Context: an optimization exercise on an open-source flow, tuned for small area, a short achievable clock period and few clock cycles per item. The choices shown serve that exercise and are no tape-out recipe.
At most, simulation tests tie the RTL to the original design; equivalence was not proved.
No activity file was given, so power comes from the tool's default toggle rates.

harbor:
Design ansi_escape_sgr_parser, start of the top module:
module ansi_escape_sgr_parser #(
    parameter int QD = 3         
) (
    input  logic                  aclk,
    input  logic                  aresetn,
    input  logic                  cfg_wr_en,
    input  logic [CFG_IDX_W-1:0]  cfg_index,
    input  logic [CFG_DATA_W-1:0] cfg_wr_data,
    input  logic                  s_valid,
    output logic                  s_ready,
    input  logic [7:0]            s_byte_in,
    output logic                  m_valid,
    input  logic                  m_ready,
    output logic [1:0]            m_result_kind,
    output logic [7:0]            m_char_code,
    output logic [23:0]           m_text_rgb,
    output logic [23:0]           m_back_rgb,
    output logic [1:0]            m_weight,
    output logic                  m_italic,
    output logic                  m_underline,
    output logic                  m_last
);
clock: 5.0 ns
lec_check: 0
abc_area: 1
cap_margin: 20
core_margin: 2
core_utilization: 40
cts_cluster_diameter: 100
cts_cluster_size: 30
setup_slack_margin: 2.9
slew_margin: 20
tns_end_percent: 0
standard.sh (not shown) runs the stock make flow with config.mk's settings and CLKGATE_MAP_FILE= SYNTH_SCRIPT=/design/flow/synth_recipe.tcl, a recipe that flattens the netlist after the stock synthesis.
==> flow/flow/run.sh <==
#!/bin/bash
# Standard layout, with the port buffers made from a plain buffer cell.
set -euo pipefail
export BUFFER_PORTS_ARGS="-buffer_cell sky130_fd_sc_hd__buf_2"
bash standard.sh > standard.log 2>&1
Here is what was changed in the inputs of onyx compared with harbor.
-- flow/config.mk --
<<< harbor, line 10
export CORE_MARGIN = 2
export CORE_UTILIZATION = 40
export CTS_CLUSTER_DIAMETER = 100
export CTS_CLUSTER_SIZE = 30
export SETUP_SLACK_MARGIN = 2.9
export SLEW_MARGIN = 20
export TNS_END_PERCENT = 0
>>> onyx, line 10
export CORE_MARGIN = 2
export CORE_UTILIZATION = 40
export SETUP_SLACK_MARGIN = 3.2
export SLEW_MARGIN = 20
export TNS_END_PERCENT = 0
Results
- NOTE: share of total power in the clock network in onyx exceeds that of harbor
- | length of routed wiring on met1 | lower: harbor |
- Between harbor and onyx, final area is higher for onyx, harbor comes in under that.
- Re delay contributed by the slowest stage of the critical path: harbor and onyx aren't equal, and the lower value belongs to harbor.
- harbor → onyx: layout multi-input combinational cell count level, final worst-path cycle share moved down.
No functional check of the RTL was part of any run of this note.

Another version of the RTL of ansi_escape_sgr_parser (not shown whole).
Size: about 1100 cells after synthesis, ~200 flip-flops, ~110 I/O pins, about 0.0086 sq mm of cells after synthesis.
==> flow/config.mk <==
export PLATFORM = sky130hd
export DESIGN_NAME = ansi_escape_sgr_parser
export DESIGN_NICKNAME = ansi_escape_sgr_parser
export VERILOG_FILES = /design/flow/design.v
export SDC_FILE = /design/flow/constraint.sdc
export NUM_CORES = 4
export LEC_CHECK = 0
export ABC_AREA = 1
export CAP_MARGIN = 20
export CORE_MARGIN = 2
export CORE_UTILIZATION = 70
export CTS_CLUSTER_DIAMETER = 100
export CTS_CLUSTER_SIZE = 24
export SETUP_SLACK_MARGIN = 3.2
export SLEW_MARGIN = 20
export TNS_END_PERCENT = 0
==> flow/constraint.sdc <==
create_clock -name core_clock -period 5.0 [get_ports {aclk}]
set_input_delay 1.0000 -clock core_clock [delete_from_list [all_inputs] [get_ports {aclk}]]
set_output_delay 1.0000 -clock core_clock [all_outputs]
set_load 0.01 [all_outputs]
Scripts as last shown in full above: flow/flow/run.sh
Testbench counts at the start, summed over its fixed seeds: cycles 25,466, items 24,000.
Rerun with:
==> flow/flow/run.sh (replaced) <==
#!/bin/bash
# Standard layout, with the port buffers made from a plain buffer cell and
# a power-recovery pass (downsizing gates off the critical paths) after the
# global-route timing repair.
set -euo pipefail
export BUFFER_PORTS_ARGS="-buffer_cell sky130_fd_sc_hd__buf_2"
export RECOVER_POWER=100
bash standard.sh > standard.log 2>&1
- CORE_UTILIZATION: 70 -> 60
The changed run finished but fails on capacitance limit, slew limit. Design area is lower by 6.8%. Register-to-register slack got worse by 1.3 ns. Via count goes down by 9.1%. Wire length came out lower by 12%. Die area rises by 16%. Sequential share of layout area grows by 2.8 points. Global-route usage drops by 6.9 points. Power falls by about 2%. Count of clock-buffer cells in the layout rose by 2. Non-clock buffer count fell by 27.
Rerun with:
==> flow/flow/run.sh (replaced) <==
#!/bin/bash
# Standard layout, with the port buffers made from a plain buffer cell.
set -euo pipefail
export BUFFER_PORTS_ARGS="-buffer_cell sky130_fd_sc_hd__buf_2"
bash standard.sh > standard.log 2>&1
- CTS_CLUSTER_DIAMETER: 100 -> 80
- CTS_CLUSTER_SIZE: 24 -> 20
After rerunning:
- The changed run completed without violations
- synthesized cell count does not change
- area after synthesis is unchanged
- die area is unchanged
- fmax goes up by 59%
- cell count goes up by 0.44%
- worst setup slack gains 1.2 ns
Rerun with:
- CTS_CLUSTER_DIAMETER: 80 -> 100
- CTS_CLUSTER_SIZE: 20 -> 24
Outcome: Non-clock buffer count decreases by 1. Core utilization fell by 0.46 points. Combinational power hardly moves. Cell count came out lower by 0.43%. Critical path depth grows by 5. Area after synthesis stays the same. Die area is unchanged. Hold slack barely changes. Total power goes down by 2.4%.

north:
ansi_escape_sgr_parser, a different RTL version from the one above (not shown whole).
Size: about 1300 cells after synthesis, ~210 flip-flops, ~9900 sq um of cells after synthesis.
==> flow/config.mk <==
export PLATFORM = sky130hd
export DESIGN_NAME = ansi_escape_sgr_parser
export DESIGN_NICKNAME = ansi_escape_sgr_parser
export VERILOG_FILES = /design/flow/design.v
export SDC_FILE = /design/flow/constraint.sdc
export NUM_CORES = 4
export LEC_CHECK = 0
export ABC_AREA = 1
export CAP_MARGIN = 20
export CORE_MARGIN = 2
export CORE_UTILIZATION = 40
export SETUP_SLACK_MARGIN = 3.2
export SLEW_MARGIN = 20
==> flow/constraint.sdc <==
create_clock -name core_clock -period 5.0 [get_ports {aclk}]
set_input_delay 1.0000 -clock core_clock [delete_from_list [all_inputs] [get_ports {aclk}]]
set_output_delay 1.0000 -clock core_clock [all_outputs]
set_load 0.01 [all_outputs]
run.sh (not shown) runs the stock make flow with config.mk's settings and CLKGATE_MAP_FILE= SYNTH_SCRIPT=/design/flow/synth_recipe.tcl, a recipe that flattens the netlist after the stock synthesis.
Stock flow here: none of the scripts above is used.
Setup changes, north to south
- SETUP_SLACK_MARGIN now 2.5, was 3.2
Results
- Compared with north, south shows a lower area occupied by multi-input gates.
- Looking only at worst hold margin, and setting everything else aside, the higher value of south and north goes to north.
- Between north and south, the flow reports number of nets in the layout decreasing by more than 10%.
- Share of power burned in registers, south and north: lower on north
- north has a higher count of plain and timing-repair buffers in the layout than south.
- Total met2 wirelength after detailed routing, south vs north: down by more than a quarter
- Re fraction of area in multi-input gates: south and north aren't equal, and the lower value belongs to south.
- Comparing the two runs side by side, south comes out behind north on normalized max-slew margin.
## Diff of input files: east against south
- a change of SETUP_SLACK_MARGIN from 2.5 to 3.2
- an added TNS_END_PERCENT of 0
==> flow/flow/run.sh (new file) <==
#!/bin/bash
# Standard layout, with the port buffers made from a plain buffer cell.
set -euo pipefail
export BUFFER_PORTS_ARGS="-buffer_cell sky130_fd_sc_hd__buf_2"
bash standard.sh > standard.log 2>&1
==> flow/standard.sh (new file) <==
#!/bin/bash
# synth_recipe.tcl (not shown) runs the flow's synth.tcl, then flattens the netlist and writes it again
# the make line also repeats each setting of config.mk as NAME=value (left out here)
make -C /OpenROAD-flow-scripts/flow DESIGN_CONFIG=/design/flow/config.mk WORK_HOME=/design/flow/orfs CLKGATE_MAP_FILE= SYNTH_SCRIPT=/design/flow/synth_recipe.tcl "${@:-finish}"
removed: flow/run.sh
==> comparison <==
Every stage of the flow completed for east, and the final layout passed the timing, design-rule and antenna checks. Between south and east, the total power draw figures differ only marginally. Proportion of final cell area spent on non-clock buffers, south and east, lower one = east. [east vs south] delay of the slowest critical-path stage: lower in east. Diff south -> east | placed wire-length estimate after detailed placement | up slightly.
## Diff of input files: west against east
==> flow/run.sh (new file) <==
#!/bin/bash
# synth_recipe.tcl (not shown) runs the flow's synth.tcl, then flattens the netlist and writes it again
# the make line also repeats each setting of config.mk as NAME=value (left out here)
make -C /OpenROAD-flow-scripts/flow DESIGN_CONFIG=/design/flow/config.mk WORK_HOME=/design/flow/orfs CLKGATE_MAP_FILE= SYNTH_SCRIPT=/design/flow/synth_recipe.tcl finish
removed: flow/flow/run.sh
removed: flow/standard.sh
Findings:
From east to west the numbers moved as follows: final antenna diode count shrank by 1; vias after detailed routing now larger. west: final critical path time including I/O delays and setup 0.011 ns above east. Taking east as the reference, in west number of buffers outside the clock class in the layout went up; count of endpoints failing setup in the final report stayed essentially flat; register-to-register setup slack went up 0.09 ns. west improves on east in total power.
No run of this note included a check of the RTL's function; only the layout flow was run.

==> re-timing with driven ports <==
In the flow no input, the clock included, has a driving cell. The finished layouts below were timed again as built, in two steps. Step 1, drivers: a clkbuf_16 drives aclk and a buf_2 each remaining input, both assumed. Step 2 moves the port delays by t, midway between the first and last clock arrival at a register: inputs arrive t later, outputs are due t later. That takes back most of the time a late clock gives input paths. a / b / c = no drivers / after step 1 / after step 2; a / b = the first two.
| run | t, ns | setup slack, ns | worst data-port slew with drivers (ns) |
|---|---|---|---|
| harbor | 0.512 | 2.786 / 2.810 / 2.297 | 0.04 |
| onyx | 0.559 | 2.919 / 2.874 / 2.430 | 0.04 |
| the first run of note 2 | 0.510 | 2.968 / 2.982 / 2.472 | 0.06 |
| the second run of note 2 | 0.506 | 1.726 / 1.726 / 1.397 | 0.06 |
| the third run of note 2 | 0.508 | 2.947 / 2.947 / 2.464 | 0.06 |
| the fourth run of note 2 | 0.504 | 3.005 / 2.972 / 2.482 | 0.06 |
| north | 0.578 | 2.840 / 2.854 / 2.276 | 0.06 |
| south | 0.562 | 2.547 / 2.499 / 1.993 | 0.04 |
| east | 0.557 | 2.851 / 2.871 / 2.318 | 0.05 |
| west | 0.552 | 2.840 / 2.853 / 2.302 | 0.05 |
For north, which loses most, drivers alone change the setup slack by +0.014 ns; drivers and shift together by -0.564 ns.
